What follows belongs to an exercise in optimizing a design on an open flow for a short achievable clock period and few clock cycles per item; a production flow would make more cautious choices. In this exercise RTL edits were held to simulation tests only and were not proved equivalent to the original. Power and IR drop assume default switching activity.

## flow/standard.sh

```bash
#!/bin/bash
# synth_recipe.tcl (not shown) runs the flow's synth.tcl, then flattens the netlist and writes it again
# the make line also repeats each setting of config.mk as NAME=value (left out here)
make -C /OpenROAD-flow-scripts/flow DESIGN_CONFIG=/design/flow/config.mk WORK_HOME=/design/flow/orfs CLKGATE_MAP_FILE= SYNTH_SCRIPT=/design/flow/synth_recipe.tcl "${@:-finish}"
```

## flow/constraint.sdc

```tcl
create_clock -name core_clock -period 4.6 [get_ports {clock}]
set_input_delay 0.9200 -clock core_clock [delete_from_list [all_inputs] [get_ports {clock}]]
set_output_delay 0.9200 -clock core_clock [all_outputs]
set_load 0.01 [all_outputs]
```

## flow/design.v

```verilog
`default_nettype none
package swt16_pkg;
   localparam int word_width    = 16;
   localparam int reg_idx_width = 4;
   localparam int num_regs      = 16;
   localparam int opcode_width  = 4;
   localparam int imm_width     = 8;
   localparam int shamt_width   = 4;
   typedef logic [word_width-1:0]    word_t;
   typedef logic [word_width-1:0]    instr_t;
   typedef logic [reg_idx_width-1:0] reg_idx_t;
   typedef logic [imm_width-1:0]     imm_t;
   typedef enum logic [opcode_width-1:0] {
      op_nop = 4'd0,
      op_ldi = 4'd1,
      op_add = 4'd2,
      op_sub = 4'd3,
      op_and = 4'd4,
      op_or  = 4'd5,
      op_xor = 4'd6,
      op_sll = 4'd7,
      op_srl = 4'd8,
      op_sra = 4'd9
   } opcode_t;
   typedef enum logic [3:0] {
      alu_pass_imm,
      alu_add,
      alu_sub,
      alu_and,
      alu_or,
      alu_xor,
      alu_sll,
      alu_srl,
      alu_sra
   } alu_op_t;
endpackage
`default_nettype wire
`timescale 1ns/1ps
`default_nettype none
module swt16_top (
   input  wire        clock,
   input  wire        rst,
   input  wire        instr_valid,
   input  wire [15:0] instr,
   output wire        instr_ready,
   output wire        wb_valid,
   input  wire        wb_ready,
   output wire [3:0]  wb_reg_idx,
   output wire [15:0] wb_data
);
   localparam int QD = 6;    
   logic        rdy_q;
   logic        f_v;
   logic [15:0] f_ins;
   logic [15:0] f_s1oh, f_s2oh;    
   logic        acc_res;
   assign acc_res = instr_valid && rdy_q &&
                    (instr[15:12] != 4'd0) && (instr[15:12] <= 4'd9);
   always_ff @(posedge clock) begin
      f_ins <= instr;
      for (int j = 0; j < 16; j++) begin
         f_s1oh[j] <= (instr[7:4] == 4'(j));
         f_s2oh[j] <= (instr[3:0] == 4'(j));
      end
      if (rst) f_v <= 1'b0;
      else     f_v <= acc_res;
   end
   wire [3:0] f_op  = f_ins[15:12];
   wire [3:0] f_rd  = f_ins[11:8];
   wire [3:0] f_rs1 = f_ins[7:4];
   wire [3:0] f_rs2 = f_ins[3:0];
   wire       f_ldi = (f_op == 4'd1);
   logic        d_v;
   logic [3:0]  d_rd;
   logic        d_ldi, d_add, d_sub, d_and, d_or, d_xor, d_sll, d_sr, d_sra;
   logic [15:0] d_ax, d_bx;      
   logic        d_a_rp, d_a_rn, d_a_f, d_b_r, d_b_f;    
   logic [15:0] f_rf1, f_rf2;
   logic        d_sa_p, d_sa_n, d_sb_p;    
   logic        e_v;
   logic [3:0]  e_rd;
   logic        e_add, e_sub, e_enp, e_eng, e_sll, e_sr, e_sra;
   logic [15:0] e_p, e_g;      
   logic [15:0] e_sa;          
   logic [3:0]  e_sl, e_sh;    
   logic        r_v;
   logic [3:0]  r_rd;
   logic [15:0] r_q;
   logic [15:0] r_qd, r_qn;      
   always_ff @(posedge clock) begin
      if (rst) d_v <= 1'b0;
      else     d_v <= f_v;
      d_rd   <= f_rd;
      d_ldi  <= f_ldi;
      d_add  <= (f_op == 4'd2) || (f_op == 4'd3);
      d_sub  <= (f_op == 4'd3);
      d_and  <= (f_op == 4'd4);
      d_or   <= (f_op == 4'd5) || f_ldi;
      d_xor  <= (f_op == 4'd6);
      d_sll  <= (f_op == 4'd7);
      d_sr   <= (f_op == 4'd8) || (f_op == 4'd9);
      d_sra  <= (f_op == 4'd9);
      d_ax   <= f_ldi ? {8'h00, f_ins[7:0]} : ((f_op == 4'd3) ? ~f_rf1 : f_rf1);
      d_bx   <= f_ldi ? 16'h0000 : f_rf2;
      d_a_rp <= !f_ldi && f_by1 && (f_op != 4'd3);
      d_a_rn <= !f_ldi && f_by1 && (f_op == 4'd3);
      d_a_f  <= f_ldi || !f_by1;
      d_b_r  <= !f_ldi && f_by2;
      d_b_f  <= f_ldi || !f_by2;
      d_sa_p <=   !f_ldi && d_v && (d_rd == f_rs1) && (f_op != 4'd3);
      d_sa_n <=   !f_ldi && d_v && (d_rd == f_rs1) && (f_op == 4'd3);
      d_sb_p <=   !f_ldi && d_v && (d_rd == f_rs2);
   end
   logic [15:0] regs [16];
   logic [15:0] r_we;    
   always_ff @(posedge clock) begin
      for (int j = 0; j < 16; j++) begin
         if (rst)          regs[j] <= '0;
         else if (r_we[j]) regs[j] <= r_q;
      end
   end
   logic f_fw1, f_fw2;
   always_comb begin
      f_rf1 = '0;
      f_rf2 = '0;
      f_fw1 = 1'b0;
      f_fw2 = 1'b0;
      for (int j = 0; j < 16; j++) begin
         f_rf1 = f_rf1 | (regs[j] & {16{f_s1oh[j]}});
         f_rf2 = f_rf2 | (regs[j] & {16{f_s2oh[j]}});
         f_fw1 = f_fw1 | (r_we[j] & f_s1oh[j]);
         f_fw2 = f_fw2 | (r_we[j] & f_s2oh[j]);
      end
      if (f_fw1) f_rf1 = r_q;
      if (f_fw2) f_rf2 = r_q;
   end
   wire f_by1 = e_v && (e_rd == f_rs1);
   wire f_by2 = e_v && (e_rd == f_rs2);
   wire [15:0] a_dec = (r_qd & {16{d_a_rp}}) | (r_qn & {16{d_a_rn}}) | (d_ax & {16{d_a_f}});
   wire [15:0] b_val = (r_qd & {16{d_b_r}}) | (d_bx & {16{d_b_f}});
   wire [15:0] g = e_g;
   wire [15:0] p = e_p;
   logic [15:0] gk [5];
   logic [15:0] pk [5];
   always_comb begin
      gk[0] = g;
      pk[0] = p;
      for (int l = 0; l < 4; l++) begin
         for (int i = 0; i < 16; i++) begin
            if (i >= (1 << l)) begin
               gk[l+1][i] = gk[l][i] | (pk[l][i] & gk[l][i - (1 << l)]);
               pk[l+1][i] = pk[l][i] & pk[l][i - (1 << l)];
            end else begin
               gk[l+1][i] = gk[l][i];
               pk[l+1][i] = pk[l][i];
            end
         end
      end
   end
   wire [15:0] carry = {gk[4][14:0], 1'b0};
   wire [3:0] sh_lo = e_sl;
   wire [3:0] sh_hi = e_sh;
   wire       fill  = e_sra & e_sa[15];
   logic [15:0] tl, tr, shl, shr;
   always_comb begin
      for (int i = 0; i < 16; i++) begin
         tl[i] = 1'b0;
         tr[i] = 1'b0;
         for (int k = 0; k < 4; k++) begin
            if (i - k >= 0) tl[i] = tl[i] | (e_sa[i - k] & sh_lo[k]);
            tr[i] = tr[i] | (((i + k <= 15) ? e_sa[i + k] : fill) & sh_lo[k]);
         end
      end
      for (int i = 0; i < 16; i++) begin
         shl[i] = 1'b0;
         shr[i] = 1'b0;
         for (int m = 0; m < 4; m++) begin
            if (i - 4 * m >= 0) shl[i] = shl[i] | (tl[i - 4 * m] & sh_hi[m]);
            shr[i] = shr[i] | (((i + 4 * m <= 15) ? tr[i + 4 * m] : fill) & sh_hi[m]);
         end
      end
   end
   wire d_shift = d_sll || d_sr;
   wire ba  = (d_sa_p || d_sa_n) && !d_shift;
   wire bb  = d_sb_p && !d_shift;
   wire bsa = d_sa_p && d_shift;
   wire bsb = d_sb_p && d_shift;
   wire [15:0] pe  = p & {16{e_enp}};
   wire [15:0] x_r = pe ^ {16{e_sub}};
   wire [15:0] b_dec = b_val;
   wire [15:0] x_ap  = x_r ^ {16{d_sub}};     
   wire only_a = ba && !bb;
   wire only_b = bb && !ba;
   wire both   = ba && bb;
   wire none   = !ba && !bb && !d_shift;
   wire [15:0] ep = ({16{none}}   & (a_dec ^ b_dec))
                  | ({16{only_a}} & (x_ap ^ b_dec))
                  | ({16{only_b}} & (x_r ^ a_dec))
                  | ({16{both}}   & {16{d_sub}});
   wire [15:0] eg = ({16{none}}   & (a_dec & b_dec))
                  | ({16{only_a}} & (x_ap & b_dec))
                  | ({16{only_b}} & (x_r & a_dec))
                  | ({16{both}}   & x_r & {16{!d_sub}});
   wire [15:0] mp = {16{only_a || only_b}};
   wire [15:0] mg = ({16{only_a}} & b_dec) | ({16{only_b}} & a_dec)
                  | ({16{both}} & {16{!d_sub}});
   wire [15:0] x_sa = bsa ? x_r : (a_dec & {16{d_shift}});
   wire [15:0] y_r  = (carry & {16{e_add}}) | (g & {16{e_eng}})
                    | (shl & {16{e_sll}}) | (shr & {16{e_sr}});
   wire [15:0] y_sa = (carry & {16{e_add & bsa}}) | (g & {16{e_eng & bsa}})
                    | (shl & {16{e_sll & bsa}}) | (shr & {16{e_sr & bsa}});
   wire [3:0]  amt_next = bsb ? (x_r[3:0] ^ y_r[3:0]) : b_val[3:0];
   always_ff @(posedge clock) begin
      if (rst) e_v <= 1'b0;
      else     e_v <= d_v;
      e_rd   <= d_rd;
      e_add  <= d_add;
      e_sub  <= d_sub;
      e_enp  <= d_add || d_xor || d_or;
      e_eng  <= d_and || d_or;
      e_sll  <= d_sll;
      e_sr   <= d_sr;
      e_sra  <= d_sra;
      e_p    <= ep ^ (y_r & mp);
      e_g    <= eg ^ (y_r & mg);
      e_sa   <= x_sa ^ y_sa;
      for (int k = 0; k < 4; k++) begin
         e_sl[k] <= d_shift && (amt_next[1:0] == 2'(k));
         e_sh[k] <= d_shift && (amt_next[3:2] == 2'(k));
      end
   end
   always_ff @(posedge clock) begin
      if (rst) r_v <= 1'b0;
      else     r_v <= e_v;
      for (int j = 0; j < 16; j++) begin
         if (rst) r_we[j] <= 1'b0;
         else     r_we[j] <= e_v && (e_rd == 4'(j));
      end
      r_rd <= e_rd;
      r_q  <= x_r ^ y_r;
      r_qd <= (x_r ^ y_r) & {16{f_by1 || f_by2}};
      r_qn <= ~(x_r ^ y_r) & {16{f_by1 || f_by2}};
   end
   logic [19:0]   q_mem [QD];
   logic [QD-1:0] q_wp, q_rp;     
   logic [QD-1:0] q_th;           
   logic [QD-1:0] ow_th;          
   logic          o_v;
   logic [19:0]   o_q;
   logic [19:0] q_head;
   always_comb begin
      q_head = '0;
      for (int i = 0; i < QD; i++) q_head = q_head | (q_mem[i] & {20{q_rp[i]}});
   end
   wire [19:0] head_data = q_th[0] ? q_head : {r_rd, r_q};
   wire        head_av   = q_th[0] || r_v;
   wire        o_load    = !o_v || wb_ready;
   wire        mv        = o_load && head_av;
   wire [QD-1:0] ow_up = {ow_th[QD-2:0], 1'b1};
   wire [QD-1:0] ow_dn = {1'b0, ow_th[QD-1:1]};
   wire [QD-1:0] q_up  = {q_th[QD-2:0], 1'b1};
   wire [QD-1:0] q_dn  = {1'b0, q_th[QD-1:1]};
   wire [QD-1:0] q_mv1 = r_v ? q_th : q_dn;
   wire [QD-1:0] q_mv0 = r_v ? q_up : q_th;
   wire rdy_next = (acc_res && !mv) ? !ow_th[QD-2] : ((!acc_res && mv) ? 1'b1 : !ow_th[QD-1]);
   always_ff @(posedge clock) begin
      for (int i = 0; i < QD; i++) begin
         if (r_v && q_wp[i]) q_mem[i] <= {r_rd, r_q};
      end
      if (rst) begin
         q_wp  <= QD'(1);
         q_rp  <= QD'(1);
         q_th  <= '0;
         ow_th <= '0;
         o_v   <= 1'b0;
         o_q   <= '0;
         rdy_q <= 1'b1;
      end else begin
         if (o_load) o_q <= head_data;
         if (r_v) q_wp <= {q_wp[QD-2:0], q_wp[QD-1]};
         if (mv)  q_rp <= {q_rp[QD-2:0], q_rp[QD-1]};
         q_th  <= mv ? q_mv1 : q_mv0;
         ow_th <= mv ? (acc_res ? ow_th : ow_dn) : (acc_res ? ow_up : ow_th);
         if (o_load) o_v <= head_av;
         rdy_q <= rdy_next;
      end
   end
   assign instr_ready = rdy_q;
   assign wb_valid    = o_v;
   assign wb_reg_idx  = o_q[19:16];
   assign wb_data     = o_q[15:0];
endmodule
`default_nettype wire
```

## flow/config.mk

```make
export PLATFORM = sky130hd
export DESIGN_NAME = swt16_top
export DESIGN_NICKNAME = swt16_top
export VERILOG_FILES = /design/flow/design.v
export SDC_FILE = /design/flow/constraint.sdc
export NUM_CORES = 4
export LEC_CHECK = 0
export CAP_MARGIN = 20
export CORE_MARGIN = 2
export CORE_UTILIZATION = 40
export SETUP_SLACK_MARGIN = 2.5
export SLEW_MARGIN = 20
export DONT_USE_CELLS = sky130_fd_sc_hd__a2111oi_0 sky130_fd_sc_hd__a2111oi_1 sky130_fd_sc_hd__a2111oi_2 sky130_fd_sc_hd__a2111oi_4 sky130_fd_sc_hd__a2111o_1 sky130_fd_sc_hd__a2111o_2 sky130_fd_sc_hd__a2111o_4 sky130_fd_sc_hd__o2111ai_1 sky130_fd_sc_hd__o2111ai_2 sky130_fd_sc_hd__o2111ai_4 sky130_fd_sc_hd__o2111a_1 sky130_fd_sc_hd__o2111a_2 sky130_fd_sc_hd__o2111a_4 sky130_fd_sc_hd__mux4_1 sky130_fd_sc_hd__mux4_2 sky130_fd_sc_hd__mux4_4 sky130_fd_sc_hd__or4_1 sky130_fd_sc_hd__or4_2 sky130_fd_sc_hd__or4_4 sky130_fd_sc_hd__or4b_1 sky130_fd_sc_hd__or4b_2 sky130_fd_sc_hd__or4b_4 sky130_fd_sc_hd__or4bb_1 sky130_fd_sc_hd__or4bb_2 sky130_fd_sc_hd__or4bb_4 sky130_fd_sc_hd__nor4_1 sky130_fd_sc_hd__nor4_2 sky130_fd_sc_hd__nor4_4 sky130_fd_sc_hd__nor4b_1 sky130_fd_sc_hd__nor4b_2 sky130_fd_sc_hd__nor4b_4 sky130_fd_sc_hd__nor4bb_1 sky130_fd_sc_hd__nor4bb_2 sky130_fd_sc_hd__nor4bb_4 sky130_fd_sc_hd__or3_1 sky130_fd_sc_hd__or3_2 sky130_fd_sc_hd__or3_4 sky130_fd_sc_hd__or3b_1 sky130_fd_sc_hd__or3b_2 sky130_fd_sc_hd__or3b_4 sky130_fd_sc_hd__a222oi_1 sky130_fd_sc_hd__and4_0 sky130_fd_sc_hd__and4_1 sky130_fd_sc_hd__and4_2 sky130_fd_sc_hd__and4_4 sky130_fd_sc_hd__and4b_0 sky130_fd_sc_hd__and4b_1 sky130_fd_sc_hd__and4b_2 sky130_fd_sc_hd__and4b_4 sky130_fd_sc_hd__and4bb_0 sky130_fd_sc_hd__and4bb_1 sky130_fd_sc_hd__and4bb_2 sky130_fd_sc_hd__and4bb_4 sky130_fd_sc_hd__nand4_0 sky130_fd_sc_hd__nand4_1 sky130_fd_sc_hd__nand4_2 sky130_fd_sc_hd__nand4_4 sky130_fd_sc_hd__nand4b_0 sky130_fd_sc_hd__nand4b_1 sky130_fd_sc_hd__nand4b_2 sky130_fd_sc_hd__nand4b_4 sky130_fd_sc_hd__nand4bb_0 sky130_fd_sc_hd__nand4bb_1 sky130_fd_sc_hd__nand4bb_2 sky130_fd_sc_hd__nand4bb_4 sky130_fd_sc_hd__a311oi_0 sky130_fd_sc_hd__a311oi_1 sky130_fd_sc_hd__a311oi_2 sky130_fd_sc_hd__a311oi_4 sky130_fd_sc_hd__a311o_0 sky130_fd_sc_hd__a311o_1 sky130_fd_sc_hd__a311o_2 sky130_fd_sc_hd__a311o_4 sky130_fd_sc_hd__o311ai_0 sky130_fd_sc_hd__o311ai_1 sky130_fd_sc_hd__o311ai_2 sky130_fd_sc_hd__o311ai_4 sky130_fd_sc_hd__o311a_0 sky130_fd_sc_hd__o311a_1 sky130_fd_sc_hd__o311a_2 sky130_fd_sc_hd__o311a_4 sky130_fd_sc_hd__a41oi_0 sky130_fd_sc_hd__a41oi_1 sky130_fd_sc_hd__a41oi_2 sky130_fd_sc_hd__a41oi_4 sky130_fd_sc_hd__a41o_0 sky130_fd_sc_hd__a41o_1 sky130_fd_sc_hd__a41o_2 sky130_fd_sc_hd__a41o_4 sky130_fd_sc_hd__o41ai_0 sky130_fd_sc_hd__o41ai_1 sky130_fd_sc_hd__o41ai_2 sky130_fd_sc_hd__o41ai_4 sky130_fd_sc_hd__o41a_0 sky130_fd_sc_hd__o41a_1 sky130_fd_sc_hd__o41a_2 sky130_fd_sc_hd__o41a_4 sky130_fd_sc_hd__a2bb2oi_0 sky130_fd_sc_hd__a2bb2oi_1 sky130_fd_sc_hd__a2bb2oi_2 sky130_fd_sc_hd__a2bb2oi_4 sky130_fd_sc_hd__o2bb2ai_0 sky130_fd_sc_hd__o2bb2ai_1 sky130_fd_sc_hd__o2bb2ai_2 sky130_fd_sc_hd__o2bb2ai_4 sky130_fd_sc_hd__a221oi_0 sky130_fd_sc_hd__a221oi_1 sky130_fd_sc_hd__a221oi_2 sky130_fd_sc_hd__a221oi_4 sky130_fd_sc_hd__o221ai_0 sky130_fd_sc_hd__o221ai_1 sky130_fd_sc_hd__o221ai_2 sky130_fd_sc_hd__o221ai_4 sky130_fd_sc_hd__a32oi_0 sky130_fd_sc_hd__a32oi_1 sky130_fd_sc_hd__a32oi_2 sky130_fd_sc_hd__a32oi_4 sky130_fd_sc_hd__o32ai_0 sky130_fd_sc_hd__o32ai_1 sky130_fd_sc_hd__o32ai_2 sky130_fd_sc_hd__o32ai_4 sky130_fd_sc_hd__and3b_0 sky130_fd_sc_hd__and3b_1 sky130_fd_sc_hd__and3b_2 sky130_fd_sc_hd__and3b_4 sky130_fd_sc_hd__nor3b_0 sky130_fd_sc_hd__nor3b_1 sky130_fd_sc_hd__nor3b_2 sky130_fd_sc_hd__nor3b_4 sky130_fd_sc_hd__or2b_0 sky130_fd_sc_hd__or2b_1 sky130_fd_sc_hd__or2b_2 sky130_fd_sc_hd__or2b_4  sky130_fd_sc_hd__mux2_1 sky130_fd_sc_hd__mux2_2 sky130_fd_sc_hd__mux2_4 sky130_fd_sc_hd__mux2_8 sky130_fd_sc_hd__mux2i_1 sky130_fd_sc_hd__mux2i_2 sky130_fd_sc_hd__mux2i_4 sky130_fd_sc_hd__mux2i_8 
export BUFFER_PORTS_ARGS = -buffer_cell sky130_fd_sc_hd__buf_4
```

## flow/flow/dont_use.txt

```
sky130_fd_sc_hd__a2111oi_0 sky130_fd_sc_hd__a2111oi_1 sky130_fd_sc_hd__a2111oi_2 sky130_fd_sc_hd__a2111oi_4 sky130_fd_sc_hd__a2111o_1 sky130_fd_sc_hd__a2111o_2 sky130_fd_sc_hd__a2111o_4 sky130_fd_sc_hd__o2111ai_1 sky130_fd_sc_hd__o2111ai_2 sky130_fd_sc_hd__o2111ai_4 sky130_fd_sc_hd__o2111a_1 sky130_fd_sc_hd__o2111a_2 sky130_fd_sc_hd__o2111a_4 sky130_fd_sc_hd__mux4_1 sky130_fd_sc_hd__mux4_2 sky130_fd_sc_hd__mux4_4 sky130_fd_sc_hd__or4_1 sky130_fd_sc_hd__or4_2 sky130_fd_sc_hd__or4_4 sky130_fd_sc_hd__or4b_1 sky130_fd_sc_hd__or4b_2 sky130_fd_sc_hd__or4b_4 sky130_fd_sc_hd__or4bb_1 sky130_fd_sc_hd__or4bb_2 sky130_fd_sc_hd__or4bb_4 sky130_fd_sc_hd__nor4_1 sky130_fd_sc_hd__nor4_2 sky130_fd_sc_hd__nor4_4 sky130_fd_sc_hd__nor4b_1 sky130_fd_sc_hd__nor4b_2 sky130_fd_sc_hd__nor4b_4 sky130_fd_sc_hd__nor4bb_1 sky130_fd_sc_hd__nor4bb_2 sky130_fd_sc_hd__nor4bb_4 sky130_fd_sc_hd__or3_1 sky130_fd_sc_hd__or3_2 sky130_fd_sc_hd__or3_4 sky130_fd_sc_hd__or3b_1 sky130_fd_sc_hd__or3b_2 sky130_fd_sc_hd__or3b_4 sky130_fd_sc_hd__a222oi_1 sky130_fd_sc_hd__and4_0 sky130_fd_sc_hd__and4_1 sky130_fd_sc_hd__and4_2 sky130_fd_sc_hd__and4_4 sky130_fd_sc_hd__and4b_0 sky130_fd_sc_hd__and4b_1 sky130_fd_sc_hd__and4b_2 sky130_fd_sc_hd__and4b_4 sky130_fd_sc_hd__and4bb_0 sky130_fd_sc_hd__and4bb_1 sky130_fd_sc_hd__and4bb_2 sky130_fd_sc_hd__and4bb_4 sky130_fd_sc_hd__nand4_0 sky130_fd_sc_hd__nand4_1 sky130_fd_sc_hd__nand4_2 sky130_fd_sc_hd__nand4_4 sky130_fd_sc_hd__nand4b_0 sky130_fd_sc_hd__nand4b_1 sky130_fd_sc_hd__nand4b_2 sky130_fd_sc_hd__nand4b_4 sky130_fd_sc_hd__nand4bb_0 sky130_fd_sc_hd__nand4bb_1 sky130_fd_sc_hd__nand4bb_2 sky130_fd_sc_hd__nand4bb_4 sky130_fd_sc_hd__a311oi_0 sky130_fd_sc_hd__a311oi_1 sky130_fd_sc_hd__a311oi_2 sky130_fd_sc_hd__a311oi_4 sky130_fd_sc_hd__a311o_0 sky130_fd_sc_hd__a311o_1 sky130_fd_sc_hd__a311o_2 sky130_fd_sc_hd__a311o_4 sky130_fd_sc_hd__o311ai_0 sky130_fd_sc_hd__o311ai_1 sky130_fd_sc_hd__o311ai_2 sky130_fd_sc_hd__o311ai_4 sky130_fd_sc_hd__o311a_0 sky130_fd_sc_hd__o311a_1 sky130_fd_sc_hd__o311a_2 sky130_fd_sc_hd__o311a_4 sky130_fd_sc_hd__a41oi_0 sky130_fd_sc_hd__a41oi_1 sky130_fd_sc_hd__a41oi_2 sky130_fd_sc_hd__a41oi_4 sky130_fd_sc_hd__a41o_0 sky130_fd_sc_hd__a41o_1 sky130_fd_sc_hd__a41o_2 sky130_fd_sc_hd__a41o_4 sky130_fd_sc_hd__o41ai_0 sky130_fd_sc_hd__o41ai_1 sky130_fd_sc_hd__o41ai_2 sky130_fd_sc_hd__o41ai_4 sky130_fd_sc_hd__o41a_0 sky130_fd_sc_hd__o41a_1 sky130_fd_sc_hd__o41a_2 sky130_fd_sc_hd__o41a_4 sky130_fd_sc_hd__a2bb2oi_0 sky130_fd_sc_hd__a2bb2oi_1 sky130_fd_sc_hd__a2bb2oi_2 sky130_fd_sc_hd__a2bb2oi_4 sky130_fd_sc_hd__o2bb2ai_0 sky130_fd_sc_hd__o2bb2ai_1 sky130_fd_sc_hd__o2bb2ai_2 sky130_fd_sc_hd__o2bb2ai_4 sky130_fd_sc_hd__a221oi_0 sky130_fd_sc_hd__a221oi_1 sky130_fd_sc_hd__a221oi_2 sky130_fd_sc_hd__a221oi_4 sky130_fd_sc_hd__o221ai_0 sky130_fd_sc_hd__o221ai_1 sky130_fd_sc_hd__o221ai_2 sky130_fd_sc_hd__o221ai_4 sky130_fd_sc_hd__a32oi_0 sky130_fd_sc_hd__a32oi_1 sky130_fd_sc_hd__a32oi_2 sky130_fd_sc_hd__a32oi_4 sky130_fd_sc_hd__o32ai_0 sky130_fd_sc_hd__o32ai_1 sky130_fd_sc_hd__o32ai_2 sky130_fd_sc_hd__o32ai_4 sky130_fd_sc_hd__and3b_0 sky130_fd_sc_hd__and3b_1 sky130_fd_sc_hd__and3b_2 sky130_fd_sc_hd__and3b_4 sky130_fd_sc_hd__nor3b_0 sky130_fd_sc_hd__nor3b_1 sky130_fd_sc_hd__nor3b_2 sky130_fd_sc_hd__nor3b_4 sky130_fd_sc_hd__or2b_0 sky130_fd_sc_hd__or2b_1 sky130_fd_sc_hd__or2b_2 sky130_fd_sc_hd__or2b_4  sky130_fd_sc_hd__mux2_1 sky130_fd_sc_hd__mux2_2 sky130_fd_sc_hd__mux2_4 sky130_fd_sc_hd__mux2_8 sky130_fd_sc_hd__mux2i_1 sky130_fd_sc_hd__mux2i_2 sky130_fd_sc_hd__mux2i_4 sky130_fd_sc_hd__mux2i_8 
```

## flow/flow/run.sh

```bash
#!/bin/bash
# Standard ORFS layout (the standard.sh, all steps) with two settings
# added to config.mk:
#  - slow complex cells (4-input and/or stacks, mux4, mux2, a2111/o2111, ...)
#    are added to the don't-use list, so synthesis and repair build the logic
#    from faster gates. Only combinational cells are listed: the registers
#    are mapped exactly as in the standard synthesis.
#  - the port buffers are inserted as buf_4 instead of the default delay-type
#    buffer, which footprint-matched resizing can not replace later.
set -euo pipefail
here=$(cd "$(dirname "$0")" && pwd)
echo "export DONT_USE_CELLS = $(cat "$here/dont_use.txt")" >> config.mk
echo "export BUFFER_PORTS_ARGS = -buffer_cell sky130_fd_sc_hd__buf_4" >> config.mk
bash standard.sh > standard.log 2>&1
```

==> results of run 1 <==
==> stage by stage <==
stage               utilization  total power, mW  setup slack, ps  cell area, um^2
floorplan                     -             6.38             2370            30200
global placement          0.419             6.58             1620            31200
detailed placement        0.419             6.58             1550            31200
CTS                       0.463             12.9             2430            34400
global route              0.472             13.2             2310            35100
finish                    0.472             12.9             2370            35100
==> repair_timing <==
| item | 4_1_cts | 5_1_grt |
|---|---|---|
| pin swaps | 18 | 44 |
| buffers inserted | 17 | 35 |
| gates resized for setup | 121 | 88 |
| cloned | 0 | 0 |
| hold buffers | 0 | 0 |
| endpoints found under the setup margin | 155 | 139 |
==> cell type report <==
type | instances | area (um^2)
multi-input cells | 2465 | 15100
flip-flops and latches | 661 | 14500
fillers | 7003 | 39300
repair buffers | 175 | 1480
well taps | 969 | 1210
clock buffers | 106 | 2190
inverters | 49 | 184
clock inverters | 32 | 443
==> metal layers <==
layer  part of all wire  track usage
met2               0.43        0.397
met4              0.056        0.139
met5                  0            0
met3              0.090       0.0473
met1               0.42        0.348
==> flip-flops by register name, indices dropped and copies added (netlist names), 6 cells and up <==
register	count
e_g	16
f_ins	16
f_s2oh	16
d_ax	16
f_s1oh	16
q_th	6
ow_th	6
e_sa	16
r_qd	16
q_rp	6
o_q	20
r_q	16
e_p	16
r_we	16
r_qn	16
regs	256
q_wp	6
d_bx	16
q_mem	120
==> Yosys cell counts, types with 54 or more instances <==
| master | count | area, um^2 |
|---|---|---|
| xnor2_1 | 65 | 569 |
| a22o_1 | 109 | 955 |
| a21oi_1 | 450 | 2250 |
| nand2b_1 | 273 | 1710 |
| nor3_1 | 64 | 320 |
| clkbuf_1 | 258 | 968 |
| dfxtp_1 | 541 | 10800 |
| nand2_1 | 504 | 1890 |
| edfxtp_1 | 120 | 3600 |
| nor2_1 | 259 | 972 |
| a22oi_1 | 326 | 2450 |
| nand3_1 | 68 | 340 |
| ha_1 | 54 | 676 |
==> report_power, final <==
| part | internal, mW | switching [mW] | total (mW) |
|---|---|---|---|
| sequential | 5.94 | 0.0836 | 6.03 |
| clock | 3.81 | 2.55 | 6.35 |
| combinational | 0.147 | 0.346 | 0.494 |
| total | 9.90 | 2.98 | 12.9 |
==> logic make-up (layout without fill, tap and decap cells) <==
logic type,count (synthesis),count (layout),share of synthesized area
buffers and inverters,336,362,0.0439
flip-flops,661,661,0.480
XOR/XNOR,108,108,0.0320
AND/OR/NAND/NOR,1246,1246,0.190
AO/OA/AOI/OAI,1057,1057,0.231
adder cells (fa/ha/maj),54,54,0.0225
==> worst max path at each step <==
stage / depth (start not counted) / endpoint / slack, ps / start
final: 9 / e_g[11]$_DFF_P_ / 2370 / e_sl[0]$_DFF_P_
after global routing: 9 / e_g[11]$_DFF_P_ / 2310 / e_sl[0]$_DFF_P_
after CTS: 8 / e_sa[10]$_DFF_P_ / 2430 / e_sl[1]$_DFF_P_
after detailed placement: 7 / d_ax[3]$_DFF_P_ / 1550 / r_we[4]$_SDFF_PP0_
after global placement: 8 / d_ax[2]$_DFF_P_ / 1620 / r_we[12]$_SDFF_PP0_
after floorplan: 9 / rdy_q$_SDFF_PP1_ / 2370 / instr[13]
==> critical path: cells and delay by family, from the launching register on <==
family	cells	cell delay, ps
compound gates	6	1250
flops	1	390
xor+xnor	1	160
buf+inv	2	290
==> results.cfg, run 1 <==
[drt]
firstDrtPassIters = 6
wl_um = 104000
viasPerCell = 5.89
drtIter0Drc = 3402
route.detailed.drc = 0
vias = 26200
antenna_left = 0
wl_per_cell_um = 23.4

[placed_design]
gp_congestion = 0.929
dp_cells = 4267
dp_hpwl_um = 63100
portBuffers = 41

[synthesis]
yosys_warnings = 5
synth_ff_type = dfxtp_1
ys_seq_area_frac = 0.480
syn_inst = 3462
synth_seq_cells = 661
synthArstFlopShare = 0
synth_area_mm2 = 0.0301
synth_edf_count = 120
yosysUniqueCellTypes = 51
avgSynthCellArea_um2 = 8.69
syn-num-nets = 3536

[sta]
slew_headroom = 0.279
tightest_slew_ps = 1080
fin_crit_sh = 0.485
grt_setup_unrepaired = yes
setup_viol = 0
period_needed_ps = 2230
clock.fmax_mhz = 448
final_hold_viol_count = 0
drv_slew = 0
skew_ps = 31.0
fin_setup_tns_ps = 0
whs_ps = 323

[grt]
grt_pass1_wl_um = 154000
grt_pass1_vias = 24300
overflow = 0
grt_max_degree = 156
track_usage = 0.259
grt_antenna_before_repair = 0

[critical_path]
reg2reg_slack_ps = 2370
crit_fanout = 8
cp.arrival_ps = 2720
critical_path.max_stage_delay_ps = 400
cp.required_ps = 5090
reg2reg_depth = 9
r2r_start = e_sl[0]$_DFF_P_
worstSetupPathType = flip-flop to flip-flop
cp_cell_sequence = buf_8, o21ai_4, a21oi_2, a221o_1, a221o_1, a21oi_4, buf_6, a21oi_1, xor2_1
critPathLaunchType = flip-flop
cp-end-kind = flip-flop
slowest_stage = a221o_1
crit_top_cell = a221o_1
timing.rr.end = e_g[11]$_DFF_P_

[die]
start_util = 0.404
die_w_um = 278
rows = 100
die-height_um = 278
coreArea_mm2 = 0.0744
io_pins = 42
die-area_mm2 = 0.0774

[min_path]
hold_path.startpoint = f_ins[9]$_DFF_P_
hp-class = flip-flop to flip-flop
hold_depth = 0
hold_path_end = d_rd[1]$_DFF_P_

[final_layout]
layoutNonFillerInstCount = 4457
diodes = 0
drive_gt1_frac = 0.136
layout.nets = 3502
syn2layout_area_growth_pct = 16.7
layout_common_cells = 512 x dfxtp_1, 491 x nand2_1, 433 x a21oi_1
final_common_cell = dfxtp_1

[pwr]
power.density_mw_per_mm2 = 367
peakVddDrop_v = 0.000256
total_leakage_power_nw = 12.8

[clock_network]
path_clk_slew_ps = 60
cts_tree = yes
cts_root_buf = clkbuf_16
numCtsBuffers = 76
numClockSinks = 661
h-tree-depth = 3
insertion_delay_ps = 630
clockBufferDepth = 3

[run]
max-cap-violations = 0

[status]
status = finished clean
Testbench counts, summed over its fixed seeds: cycles 40,040, items 40,000.
==> inputs of run 2 (changes only) <==
--- a/flow/design.v
+++ b/flow/design.v
@@ -79,10 +79,11 @@
    logic        d_sa_p, d_sa_n, d_sb_p;    
    logic        e_v;
    logic [3:0]  e_rd;
-   logic        e_add, e_sub, e_enp, e_eng, e_sll, e_sr, e_sra;
+   logic        e_add, e_sub, e_enp, e_eng, e_sra;
    logic [15:0] e_p, e_g;      
    logic [15:0] e_sa;          
-   logic [3:0]  e_sl, e_sh;    
+   logic [3:0]  e_ll, e_lh;    
+   logic [3:0]  e_rl, e_rh;    
    logic        r_v;
    logic [3:0]  r_rd;
    logic [15:0] r_q;
@@ -158,8 +159,6 @@
       end
    end
    wire [15:0] carry = {gk[4][14:0], 1'b0};
-   wire [3:0] sh_lo = e_sl;
-   wire [3:0] sh_hi = e_sh;
    wire       fill  = e_sra & e_sa[15];
    logic [15:0] tl, tr, shl, shr;
    always_comb begin
@@ -167,16 +166,16 @@
          tl[i] = 1'b0;
          tr[i] = 1'b0;
          for (int k = 0; k < 4; k++) begin
-            if (i - k >= 0) tl[i] = tl[i] | (e_sa[i - k] & sh_lo[k]);
-            tr[i] = tr[i] | (((i + k <= 15) ? e_sa[i + k] : fill) & sh_lo[k]);
+            if (i - k >= 0) tl[i] = tl[i] | (e_sa[i - k] & e_ll[k]);
+            tr[i] = tr[i] | (((i + k <= 15) ? e_sa[i + k] : fill) & e_rl[k]);
          end
       end
       for (int i = 0; i < 16; i++) begin
          shl[i] = 1'b0;
          shr[i] = 1'b0;
          for (int m = 0; m < 4; m++) begin
-            if (i - 4 * m >= 0) shl[i] = shl[i] | (tl[i - 4 * m] & sh_hi[m]);
-            shr[i] = shr[i] | (((i + 4 * m <= 15) ? tr[i + 4 * m] : fill) & sh_hi[m]);
+            if (i - 4 * m >= 0) shl[i] = shl[i] | (tl[i - 4 * m] & e_lh[m]);
+            shr[i] = shr[i] | (((i + 4 * m <= 15) ? tr[i + 4 * m] : fill) & e_rh[m]);
          end
       end
    end
@@ -206,9 +205,9 @@
                   | ({16{both}} & {16{!d_sub}});
    wire [15:0] x_sa = bsa ? x_r : (a_dec & {16{d_shift}});
    wire [15:0] y_r  = (carry & {16{e_add}}) | (g & {16{e_eng}})
-                    | (shl & {16{e_sll}}) | (shr & {16{e_sr}});
+                    | shl | shr;
    wire [15:0] y_sa = (carry & {16{e_add & bsa}}) | (g & {16{e_eng & bsa}})
-                    | (shl & {16{e_sll & bsa}}) | (shr & {16{e_sr & bsa}});
+                    | (shl & {16{bsa}}) | (shr & {16{bsa}});
    wire [3:0]  amt_next = bsb ? (x_r[3:0] ^ y_r[3:0]) : b_val[3:0];
    always_ff @(posedge clock) begin
       if (rst) e_v <= 1'b0;
@@ -218,15 +217,15 @@
       e_sub  <= d_sub;
       e_enp  <= d_add || d_xor || d_or;
       e_eng  <= d_and || d_or;
-      e_sll  <= d_sll;
-      e_sr   <= d_sr;
       e_sra  <= d_sra;
       e_p    <= ep ^ (y_r & mp);
       e_g    <= eg ^ (y_r & mg);
       e_sa   <= x_sa ^ y_sa;
       for (int k = 0; k < 4; k++) begin
-         e_sl[k] <= d_shift && (amt_next[1:0] == 2'(k));
-         e_sh[k] <= d_shift && (amt_next[3:2] == 2'(k));
+         e_ll[k] <= d_sll && (amt_next[1:0] == 2'(k));
+         e_lh[k] <= d_sll && (amt_next[3:2] == 2'(k));
+         e_rl[k] <= d_sr && (amt_next[1:0] == 2'(k));
+         e_rh[k] <= d_sr && (amt_next[3:2] == 2'(k));
       end
    end
    always_ff @(posedge clock) begin
--- a/flow/flow/run.sh
+++ b/flow/flow/run.sh
@@ -1,7 +1,8 @@
 #!/bin/bash
 # Standard ORFS layout (the standard.sh, all steps) with two settings
 # added to config.mk:
-#  - slow complex cells (4-input and/or stacks, mux4, mux2, a2111/o2111, ...)
+#  - slow cells (4-input and/or stacks, mux4, mux2, a2111/o2111, and the
+#    two-stage non-inverting and-or/or-and gates)
 #    are added to the don't-use list, so synthesis and repair build the logic
 #    from faster gates. Only combinational cells are listed: the registers
 #    are mapped exactly as in the standard synthesis.
==> flow/flow/dont_use.txt (replaced) <==
sky130_fd_sc_hd__a2111oi_0 sky130_fd_sc_hd__a2111oi_1 sky130_fd_sc_hd__a2111oi_2 sky130_fd_sc_hd__a2111oi_4 sky130_fd_sc_hd__a2111o_1 sky130_fd_sc_hd__a2111o_2 sky130_fd_sc_hd__a2111o_4 sky130_fd_sc_hd__o2111ai_1 sky130_fd_sc_hd__o2111ai_2 sky130_fd_sc_hd__o2111ai_4 sky130_fd_sc_hd__o2111a_1 sky130_fd_sc_hd__o2111a_2 sky130_fd_sc_hd__o2111a_4 sky130_fd_sc_hd__mux4_1 sky130_fd_sc_hd__mux4_2 sky130_fd_sc_hd__mux4_4 sky130_fd_sc_hd__or4_1 sky130_fd_sc_hd__or4_2 sky130_fd_sc_hd__or4_4 sky130_fd_sc_hd__or4b_1 sky130_fd_sc_hd__or4b_2 sky130_fd_sc_hd__or4b_4 sky130_fd_sc_hd__or4bb_1 sky130_fd_sc_hd__or4bb_2 sky130_fd_sc_hd__or4bb_4 sky130_fd_sc_hd__nor4_1 sky130_fd_sc_hd__nor4_2 sky130_fd_sc_hd__nor4_4 sky130_fd_sc_hd__nor4b_1 sky130_fd_sc_hd__nor4b_2 sky130_fd_sc_hd__nor4b_4 sky130_fd_sc_hd__nor4bb_1 sky130_fd_sc_hd__nor4bb_2 sky130_fd_sc_hd__nor4bb_4 sky130_fd_sc_hd__or3_1 sky130_fd_sc_hd__or3_2 sky130_fd_sc_hd__or3_4 sky130_fd_sc_hd__or3b_1 sky130_fd_sc_hd__or3b_2 sky130_fd_sc_hd__or3b_4 sky130_fd_sc_hd__a222oi_1 sky130_fd_sc_hd__and4_0 sky130_fd_sc_hd__and4_1 sky130_fd_sc_hd__and4_2 sky130_fd_sc_hd__and4_4 sky130_fd_sc_hd__and4b_0 sky130_fd_sc_hd__and4b_1 sky130_fd_sc_hd__and4b_2 sky130_fd_sc_hd__and4b_4 sky130_fd_sc_hd__and4bb_0 sky130_fd_sc_hd__and4bb_1 sky130_fd_sc_hd__and4bb_2 sky130_fd_sc_hd__and4bb_4 sky130_fd_sc_hd__nand4_0 sky130_fd_sc_hd__nand4_1 sky130_fd_sc_hd__nand4_2 sky130_fd_sc_hd__nand4_4 sky130_fd_sc_hd__nand4b_0 sky130_fd_sc_hd__nand4b_1 sky130_fd_sc_hd__nand4b_2 sky130_fd_sc_hd__nand4b_4 sky130_fd_sc_hd__nand4bb_0 sky130_fd_sc_hd__nand4bb_1 sky130_fd_sc_hd__nand4bb_2 sky130_fd_sc_hd__nand4bb_4 sky130_fd_sc_hd__a311oi_0 sky130_fd_sc_hd__a311oi_1 sky130_fd_sc_hd__a311oi_2 sky130_fd_sc_hd__a311oi_4 sky130_fd_sc_hd__a311o_0 sky130_fd_sc_hd__a311o_1 sky130_fd_sc_hd__a311o_2 sky130_fd_sc_hd__a311o_4 sky130_fd_sc_hd__o311ai_0 sky130_fd_sc_hd__o311ai_1 sky130_fd_sc_hd__o311ai_2 sky130_fd_sc_hd__o311ai_4 sky130_fd_sc_hd__o311a_0 sky130_fd_sc_hd__o311a_1 sky130_fd_sc_hd__o311a_2 sky130_fd_sc_hd__o311a_4 sky130_fd_sc_hd__a41oi_0 sky130_fd_sc_hd__a41oi_1 sky130_fd_sc_hd__a41oi_2 sky130_fd_sc_hd__a41oi_4 sky130_fd_sc_hd__a41o_0 sky130_fd_sc_hd__a41o_1 sky130_fd_sc_hd__a41o_2 sky130_fd_sc_hd__a41o_4 sky130_fd_sc_hd__o41ai_0 sky130_fd_sc_hd__o41ai_1 sky130_fd_sc_hd__o41ai_2 sky130_fd_sc_hd__o41ai_4 sky130_fd_sc_hd__o41a_0 sky130_fd_sc_hd__o41a_1 sky130_fd_sc_hd__o41a_2 sky130_fd_sc_hd__o41a_4 sky130_fd_sc_hd__a2bb2oi_0 sky130_fd_sc_hd__a2bb2oi_1 sky130_fd_sc_hd__a2bb2oi_2 sky130_fd_sc_hd__a2bb2oi_4 sky130_fd_sc_hd__o2bb2ai_0 sky130_fd_sc_hd__o2bb2ai_1 sky130_fd_sc_hd__o2bb2ai_2 sky130_fd_sc_hd__o2bb2ai_4 sky130_fd_sc_hd__a221oi_0 sky130_fd_sc_hd__a221oi_1 sky130_fd_sc_hd__a221oi_2 sky130_fd_sc_hd__a221oi_4 sky130_fd_sc_hd__o221ai_0 sky130_fd_sc_hd__o221ai_1 sky130_fd_sc_hd__o221ai_2 sky130_fd_sc_hd__o221ai_4 sky130_fd_sc_hd__a32oi_0 sky130_fd_sc_hd__a32oi_1 sky130_fd_sc_hd__a32oi_2 sky130_fd_sc_hd__a32oi_4 sky130_fd_sc_hd__o32ai_0 sky130_fd_sc_hd__o32ai_1 sky130_fd_sc_hd__o32ai_2 sky130_fd_sc_hd__o32ai_4 sky130_fd_sc_hd__and3b_0 sky130_fd_sc_hd__and3b_1 sky130_fd_sc_hd__and3b_2 sky130_fd_sc_hd__and3b_4 sky130_fd_sc_hd__nor3b_0 sky130_fd_sc_hd__nor3b_1 sky130_fd_sc_hd__nor3b_2 sky130_fd_sc_hd__nor3b_4 sky130_fd_sc_hd__or2b_0 sky130_fd_sc_hd__or2b_1 sky130_fd_sc_hd__or2b_2 sky130_fd_sc_hd__or2b_4  sky130_fd_sc_hd__mux2_1 sky130_fd_sc_hd__mux2_2 sky130_fd_sc_hd__mux2_4 sky130_fd_sc_hd__mux2_8 sky130_fd_sc_hd__mux2i_1 sky130_fd_sc_hd__mux2i_2 sky130_fd_sc_hd__mux2i_4 sky130_fd_sc_hd__mux2i_8  sky130_fd_sc_hd__a221o_1 sky130_fd_sc_hd__a221o_2 sky130_fd_sc_hd__a221o_4 sky130_fd_sc_hd__a211o_1 sky130_fd_sc_hd__a211o_2 sky130_fd_sc_hd__a211o_4 sky130_fd_sc_hd__a21o_1 sky130_fd_sc_hd__a21o_2 sky130_fd_sc_hd__a21o_4 sky130_fd_sc_hd__a22o_1 sky130_fd_sc_hd__a22o_2 sky130_fd_sc_hd__a22o_4 sky130_fd_sc_hd__o221a_1 sky130_fd_sc_hd__o221a_2 sky130_fd_sc_hd__o221a_4 sky130_fd_sc_hd__o211a_1 sky130_fd_sc_hd__o211a_2 sky130_fd_sc_hd__o211a_4 sky130_fd_sc_hd__o21a_1 sky130_fd_sc_hd__o21a_2 sky130_fd_sc_hd__o21a_4 sky130_fd_sc_hd__o22a_1 sky130_fd_sc_hd__o22a_2 sky130_fd_sc_hd__o22a_4 sky130_fd_sc_hd__a2bb2o_1 sky130_fd_sc_hd__a2bb2o_2 sky130_fd_sc_hd__a2bb2o_4 sky130_fd_sc_hd__o2bb2a_1 sky130_fd_sc_hd__o2bb2a_2 sky130_fd_sc_hd__o2bb2a_4 sky130_fd_sc_hd__a21bo_1 sky130_fd_sc_hd__a21bo_2 sky130_fd_sc_hd__a21bo_4 sky130_fd_sc_hd__o21ba_1 sky130_fd_sc_hd__o21ba_2 sky130_fd_sc_hd__o21ba_4 sky130_fd_sc_hd__a32o_1 sky130_fd_sc_hd__a32o_2 sky130_fd_sc_hd__a32o_4 sky130_fd_sc_hd__o32a_1 sky130_fd_sc_hd__o32a_2 sky130_fd_sc_hd__o32a_4 sky130_fd_sc_hd__a31o_1 sky130_fd_sc_hd__a31o_2 sky130_fd_sc_hd__a31o_4 sky130_fd_sc_hd__o31a_1 sky130_fd_sc_hd__o31a_2 sky130_fd_sc_hd__o31a_4 sky130_fd_sc_hd__a311o_1 sky130_fd_sc_hd__a311o_2 sky130_fd_sc_hd__a311o_4 sky130_fd_sc_hd__o311a_1 sky130_fd_sc_hd__o311a_2 sky130_fd_sc_hd__o311a_4 
==> flow/config.mk (replaced) <==
export PLATFORM = sky130hd
export DESIGN_NAME = swt16_top
export DESIGN_NICKNAME = swt16_top
export VERILOG_FILES = /design/flow/design.v
export SDC_FILE = /design/flow/constraint.sdc
export NUM_CORES = 4
export LEC_CHECK = 0
export CAP_MARGIN = 20
export CORE_MARGIN = 2
export CORE_UTILIZATION = 40
export SETUP_SLACK_MARGIN = 2.5
export SLEW_MARGIN = 20
export DONT_USE_CELLS = sky130_fd_sc_hd__a2111oi_0 sky130_fd_sc_hd__a2111oi_1 sky130_fd_sc_hd__a2111oi_2 sky130_fd_sc_hd__a2111oi_4 sky130_fd_sc_hd__a2111o_1 sky130_fd_sc_hd__a2111o_2 sky130_fd_sc_hd__a2111o_4 sky130_fd_sc_hd__o2111ai_1 sky130_fd_sc_hd__o2111ai_2 sky130_fd_sc_hd__o2111ai_4 sky130_fd_sc_hd__o2111a_1 sky130_fd_sc_hd__o2111a_2 sky130_fd_sc_hd__o2111a_4 sky130_fd_sc_hd__mux4_1 sky130_fd_sc_hd__mux4_2 sky130_fd_sc_hd__mux4_4 sky130_fd_sc_hd__or4_1 sky130_fd_sc_hd__or4_2 sky130_fd_sc_hd__or4_4 sky130_fd_sc_hd__or4b_1 sky130_fd_sc_hd__or4b_2 sky130_fd_sc_hd__or4b_4 sky130_fd_sc_hd__or4bb_1 sky130_fd_sc_hd__or4bb_2 sky130_fd_sc_hd__or4bb_4 sky130_fd_sc_hd__nor4_1 sky130_fd_sc_hd__nor4_2 sky130_fd_sc_hd__nor4_4 sky130_fd_sc_hd__nor4b_1 sky130_fd_sc_hd__nor4b_2 sky130_fd_sc_hd__nor4b_4 sky130_fd_sc_hd__nor4bb_1 sky130_fd_sc_hd__nor4bb_2 sky130_fd_sc_hd__nor4bb_4 sky130_fd_sc_hd__or3_1 sky130_fd_sc_hd__or3_2 sky130_fd_sc_hd__or3_4 sky130_fd_sc_hd__or3b_1 sky130_fd_sc_hd__or3b_2 sky130_fd_sc_hd__or3b_4 sky130_fd_sc_hd__a222oi_1 sky130_fd_sc_hd__and4_0 sky130_fd_sc_hd__and4_1 sky130_fd_sc_hd__and4_2 sky130_fd_sc_hd__and4_4 sky130_fd_sc_hd__and4b_0 sky130_fd_sc_hd__and4b_1 sky130_fd_sc_hd__and4b_2 sky130_fd_sc_hd__and4b_4 sky130_fd_sc_hd__and4bb_0 sky130_fd_sc_hd__and4bb_1 sky130_fd_sc_hd__and4bb_2 sky130_fd_sc_hd__and4bb_4 sky130_fd_sc_hd__nand4_0 sky130_fd_sc_hd__nand4_1 sky130_fd_sc_hd__nand4_2 sky130_fd_sc_hd__nand4_4 sky130_fd_sc_hd__nand4b_0 sky130_fd_sc_hd__nand4b_1 sky130_fd_sc_hd__nand4b_2 sky130_fd_sc_hd__nand4b_4 sky130_fd_sc_hd__nand4bb_0 sky130_fd_sc_hd__nand4bb_1 sky130_fd_sc_hd__nand4bb_2 sky130_fd_sc_hd__nand4bb_4 sky130_fd_sc_hd__a311oi_0 sky130_fd_sc_hd__a311oi_1 sky130_fd_sc_hd__a311oi_2 sky130_fd_sc_hd__a311oi_4 sky130_fd_sc_hd__a311o_0 sky130_fd_sc_hd__a311o_1 sky130_fd_sc_hd__a311o_2 sky130_fd_sc_hd__a311o_4 sky130_fd_sc_hd__o311ai_0 sky130_fd_sc_hd__o311ai_1 sky130_fd_sc_hd__o311ai_2 sky130_fd_sc_hd__o311ai_4 sky130_fd_sc_hd__o311a_0 sky130_fd_sc_hd__o311a_1 sky130_fd_sc_hd__o311a_2 sky130_fd_sc_hd__o311a_4 sky130_fd_sc_hd__a41oi_0 sky130_fd_sc_hd__a41oi_1 sky130_fd_sc_hd__a41oi_2 sky130_fd_sc_hd__a41oi_4 sky130_fd_sc_hd__a41o_0 sky130_fd_sc_hd__a41o_1 sky130_fd_sc_hd__a41o_2 sky130_fd_sc_hd__a41o_4 sky130_fd_sc_hd__o41ai_0 sky130_fd_sc_hd__o41ai_1 sky130_fd_sc_hd__o41ai_2 sky130_fd_sc_hd__o41ai_4 sky130_fd_sc_hd__o41a_0 sky130_fd_sc_hd__o41a_1 sky130_fd_sc_hd__o41a_2 sky130_fd_sc_hd__o41a_4 sky130_fd_sc_hd__a2bb2oi_0 sky130_fd_sc_hd__a2bb2oi_1 sky130_fd_sc_hd__a2bb2oi_2 sky130_fd_sc_hd__a2bb2oi_4 sky130_fd_sc_hd__o2bb2ai_0 sky130_fd_sc_hd__o2bb2ai_1 sky130_fd_sc_hd__o2bb2ai_2 sky130_fd_sc_hd__o2bb2ai_4 sky130_fd_sc_hd__a221oi_0 sky130_fd_sc_hd__a221oi_1 sky130_fd_sc_hd__a221oi_2 sky130_fd_sc_hd__a221oi_4 sky130_fd_sc_hd__o221ai_0 sky130_fd_sc_hd__o221ai_1 sky130_fd_sc_hd__o221ai_2 sky130_fd_sc_hd__o221ai_4 sky130_fd_sc_hd__a32oi_0 sky130_fd_sc_hd__a32oi_1 sky130_fd_sc_hd__a32oi_2 sky130_fd_sc_hd__a32oi_4 sky130_fd_sc_hd__o32ai_0 sky130_fd_sc_hd__o32ai_1 sky130_fd_sc_hd__o32ai_2 sky130_fd_sc_hd__o32ai_4 sky130_fd_sc_hd__and3b_0 sky130_fd_sc_hd__and3b_1 sky130_fd_sc_hd__and3b_2 sky130_fd_sc_hd__and3b_4 sky130_fd_sc_hd__nor3b_0 sky130_fd_sc_hd__nor3b_1 sky130_fd_sc_hd__nor3b_2 sky130_fd_sc_hd__nor3b_4 sky130_fd_sc_hd__or2b_0 sky130_fd_sc_hd__or2b_1 sky130_fd_sc_hd__or2b_2 sky130_fd_sc_hd__or2b_4  sky130_fd_sc_hd__mux2_1 sky130_fd_sc_hd__mux2_2 sky130_fd_sc_hd__mux2_4 sky130_fd_sc_hd__mux2_8 sky130_fd_sc_hd__mux2i_1 sky130_fd_sc_hd__mux2i_2 sky130_fd_sc_hd__mux2i_4 sky130_fd_sc_hd__mux2i_8  sky130_fd_sc_hd__a221o_1 sky130_fd_sc_hd__a221o_2 sky130_fd_sc_hd__a221o_4 sky130_fd_sc_hd__a211o_1 sky130_fd_sc_hd__a211o_2 sky130_fd_sc_hd__a211o_4 sky130_fd_sc_hd__a21o_1 sky130_fd_sc_hd__a21o_2 sky130_fd_sc_hd__a21o_4 sky130_fd_sc_hd__a22o_1 sky130_fd_sc_hd__a22o_2 sky130_fd_sc_hd__a22o_4 sky130_fd_sc_hd__o221a_1 sky130_fd_sc_hd__o221a_2 sky130_fd_sc_hd__o221a_4 sky130_fd_sc_hd__o211a_1 sky130_fd_sc_hd__o211a_2 sky130_fd_sc_hd__o211a_4 sky130_fd_sc_hd__o21a_1 sky130_fd_sc_hd__o21a_2 sky130_fd_sc_hd__o21a_4 sky130_fd_sc_hd__o22a_1 sky130_fd_sc_hd__o22a_2 sky130_fd_sc_hd__o22a_4 sky130_fd_sc_hd__a2bb2o_1 sky130_fd_sc_hd__a2bb2o_2 sky130_fd_sc_hd__a2bb2o_4 sky130_fd_sc_hd__o2bb2a_1 sky130_fd_sc_hd__o2bb2a_2 sky130_fd_sc_hd__o2bb2a_4 sky130_fd_sc_hd__a21bo_1 sky130_fd_sc_hd__a21bo_2 sky130_fd_sc_hd__a21bo_4 sky130_fd_sc_hd__o21ba_1 sky130_fd_sc_hd__o21ba_2 sky130_fd_sc_hd__o21ba_4 sky130_fd_sc_hd__a32o_1 sky130_fd_sc_hd__a32o_2 sky130_fd_sc_hd__a32o_4 sky130_fd_sc_hd__o32a_1 sky130_fd_sc_hd__o32a_2 sky130_fd_sc_hd__o32a_4 sky130_fd_sc_hd__a31o_1 sky130_fd_sc_hd__a31o_2 sky130_fd_sc_hd__a31o_4 sky130_fd_sc_hd__o31a_1 sky130_fd_sc_hd__o31a_2 sky130_fd_sc_hd__o31a_4 sky130_fd_sc_hd__a311o_1 sky130_fd_sc_hd__a311o_2 sky130_fd_sc_hd__a311o_4 sky130_fd_sc_hd__o311a_1 sky130_fd_sc_hd__o311a_2 sky130_fd_sc_hd__o311a_4 
export BUFFER_PORTS_ARGS = -buffer_cell sky130_fd_sc_hd__buf_4
==> run 2 against run 1 <==
Combinational power shrank 22%. Die area increased by 0.59%. Via count down 0.89%. Global-route usage is 0.68 points lower. Non-clock buffer count shrank 55. Sequential power grew 2%. Register-to-register slack improved by 150 ps. Total power decreased by 3.1%. Clock skew about the same. Maximum frequency rose by 7.5%. Synthesized cell count increased by 3.9%. Synthesized area is 0.60% higher.
==> results.cfg, run 2 <==
[min_path]
hold_path.startpoint = f_ins[11]$_DFF_P_
hp-class = flip-flop to flip-flop

[grt]
grt_antenna_before_repair = 0
overflow = 0
grt_pass1_wl_um = 152000
track_usage = 0.252
grt_pass1_vias = 24100
grt_max_degree = 191

[synthesis]
synth_area_leaders = dfxtp_1 36%, edfxtp_1 12%, a22oi_1 10%, nand2_1 8.5%, a21oi_1 7.0%
yosysMostFrequentCell = nand2_1
ys_seq_area_frac = 0.481
synthArstFlopShare = 0
synth_seq_cells = 667
synth_ff_type = dfxtp_1
yosys_warnings = 5
syn-num-nets = 3670
synth_top_area_frac = 0.362
synth_area_mm2 = 0.0303
synth_common_cells = 687 x nand2_1, 547 x dfxtp_1, 425 x a21oi_1, 408 x a22oi_1, 279 x nand2b_1
synth_edf_count = 120
syn_inst = 3596
avgSynthCellArea_um2 = 8.41
synth_area_leader_cell = dfxtp_1
yosysUniqueCellTypes = 37

[drt]
wl_um = 100000
antenna_left = 0
drtIter0Drc = 3050
firstDrtPassIters = 10
route.detailed.drc = 0
wl_per_cell_um = 22.2
vias = 26000
viasPerCell = 5.75

[clock_network]
numClockSinks = 667
numCtsBuffers = 74
h-tree-depth = 3
cts_tree = yes
insertion_delay_ps = 640
clockBufferDepth = 3
cts_root_buf = clkbuf_16
path_clk_slew_ps = 60

[die]
die_w_um = 279
io_pins = 42
rows = 100
die-height_um = 279
coreArea_mm2 = 0.0747
die-area_mm2 = 0.0778
start_util = 0.405

[final_layout]
largest_reg_flops = 256
reg_top3 = regs (256), q_mem (120), o_q (20)
final_util = 0.459
layout_common_cells = 683 x nand2_1, 471 x dfxtp_1, 417 x a21oi_1
layout.nets = 3571
syn2layout_area_growth_pct = 13.3
design_area_mm2 = 0.0343
regMostFlops = regs
final_common_cell = nand2_1
layoutNonFillerInstCount = 4523
drive_gt1_frac = 0.111
fill_cells = 7133

[placed_design]
gp_congestion = 0.931
portBuffers = 41
dp_slack_ps = 1930
dp_hpwl_um = 64300
dp_cells = 4369
placed_cell_area_mm2 = 0.0312

[critical_path]
crit_top_cell = a21oi_1
worstSetupPathType = flip-flop to flip-flop
cp.required_ps = 5080
cp-end-kind = flip-flop
cp_cell_sequence = a22oi_1, and3_1, nand3_1, nor3_1, a21oi_1, xnor2_1, a21oi_1
slowest_stage = dfxtp_2
cp-startpoint = f_s1oh[3]$_DFF_P_
r2r_start = f_s1oh[3]$_DFF_P_
cp.arrival_ps = 2560
critical_path.max_stage_delay_ps = 500
critPathLaunchType = flip-flop
crit_fanout = 17

[sta]
setup_viol = 0
period_needed_ps = 2080
grt_setup_unrepaired = yes
drv_slew = 0
fin_crit_sh = 0.452
clock.fmax_mhz = 481
tightest_slew_ps = 1110
final_hold_viol_count = 0
skew_ps = 31.0
fin_setup_tns_ps = 0
slew_headroom = 0.258
setup_slack_ps = 2520

[pwr]
total_leakage_power_nw = 12.3
peakVddDrop_v = 0.000273
power.density_mw_per_mm2 = 364

[run]
max-cap-violations = 0

[status]
status = finished clean
## run 2: changes by cell type in the layout (fill, tap and decap cells not counted), moves of 26 or more
cell     change
dfxtp_2     +47
a22o_1     -109
nand2_1    +192
a22oi_1     +87
and3_1      +39
dfxtp_1     -41
buf_4       -43
nor2_1      -26
a221o_1     -42
## run 2: what timing repair did
action | 4_1_cts | 5_1_grt
gates resized for setup | 84 | 80
pin swaps | 9 | 17
setup endpoints to repair | 155 | 143
hold buffers | 0 | 0
cloned | 0 | 1
setup buffers | 10 | 10
## run 2: routing by layer
layer | share of wire | vias up | global-route usage
met4 | 0.049 | 2 | 0.117
met1 | 0.43 | 12100 | 0.338
met2 | 0.44 | 1281 | 0.395
li1 | - | 12200 | -
met3 | 0.079 | 350 | 0.0459
met5 | 0.0010 | - | 0.0100
## run 2: worst paths after layout
| check | slack [ps] | endpoint | depth (start not counted) |
|---|---|---|---|
| worst max-delay path | 2520 | d_ax[7]$_DFF_P_ | 7 |
| worst min-delay path | 320 | d_rd[3]$_DFF_P_ | 0 |
| worst max register to register | 2520 | d_ax[7]$_DFF_P_ | 7 |
| worst min register to register | 320 | d_rd[3]$_DFF_P_ | 0 |
## run 2: report_power, final
part           leakage [nW]  internal, mW  switching (mW)  total, mW
clock network          1.19          3.43            2.53       5.96
logic                  5.55         0.120           0.266      0.386
registers              5.56          5.99           0.132       6.13
total                  12.3          9.55            2.93       12.5
## run 2: per-stage QoR
| step | power (mW) | hold WS [ps] |
|---|---|---|
| floorplan | 6.43 | 310 |
| global placement | 6.62 | 314 |
| detailed placement | 6.62 | 313 |
| CTS | 12.6 | 324 |
| global route | 12.9 | 327 |
| finish | 12.5 | 319 |
## run 2: area by class of cell
cell class,count,area [um^2],area share
antenna,2,5.00,0.000146
clock buffer,99,2100,0.0613
clock inverter,32,362,0.0105
inverter,58,218,0.00635
multi-input combinational,2576,14700,0.430
sequential,667,14700,0.428
tap,969,1210,0.0354
timing repair buffer,120,961,0.0280
## run 2: kinds of logic after synthesis
kind of cell    after synthesis  share of synthesized area
xor+xnor                    109                     0.0326
buf+inv                     354                     0.0455
fa+ha+maj                    54                     0.0223
simple gates               1450                      0.218
compound gates              962                      0.200
flops                       667                      0.481
## run 2: worst max-delay path: cells and delay by family, from the launching register on
family / cells / cell delay [ps]
AOI/OAI and AO/OA: 3 / 530
xor gates and xnor gates: 1 / 150
DFF: 1 / 500
and+or+nand+nor: 3 / 760
Testbench counts of run 2, summed over its fixed seeds: cycles 40,040, items 40,000.

==> static timing again, ports no longer ideal <==
Ports are ideal in the flow. The routed layouts listed here were re-timed in OpenROAD. Step 1, drivers: a clkbuf_16 drives clock and a buf_2 each remaining input, both assumed. Step 2 adds t to the input delays and takes it off the output delays; t is the mean of the earliest and latest rising clock arrival at the registers after step 1. Input paths then give back, and output paths get back, about the clock's delay inside the block. Three values: no drivers, after step 1, after step 2; two values: the first two.
| run | shift t [ns] | slack for setup (ns) | hold WS [ns] | slew at the worst register clock pin (ns) | worst data-port slew with drivers (ns) |
|---|---|---|---|---|---|
| run 1 | 0.686 | 2.368 / 2.368 / 2.005 | 0.323 / 0.323 / 0.323 | 0.06 / 0.06 | 0.05 |
| run 2 | 0.690 | 2.523 / 2.486 / 1.951 | 0.319 / 0.319 / 0.319 | 0.07 / 0.07 | 0.05 |
After both steps setup and hold are still met in every run listed. The setup slack of run 2, which loses most, moves by -0.037 ns with the drivers and by -0.572 ns with both steps.
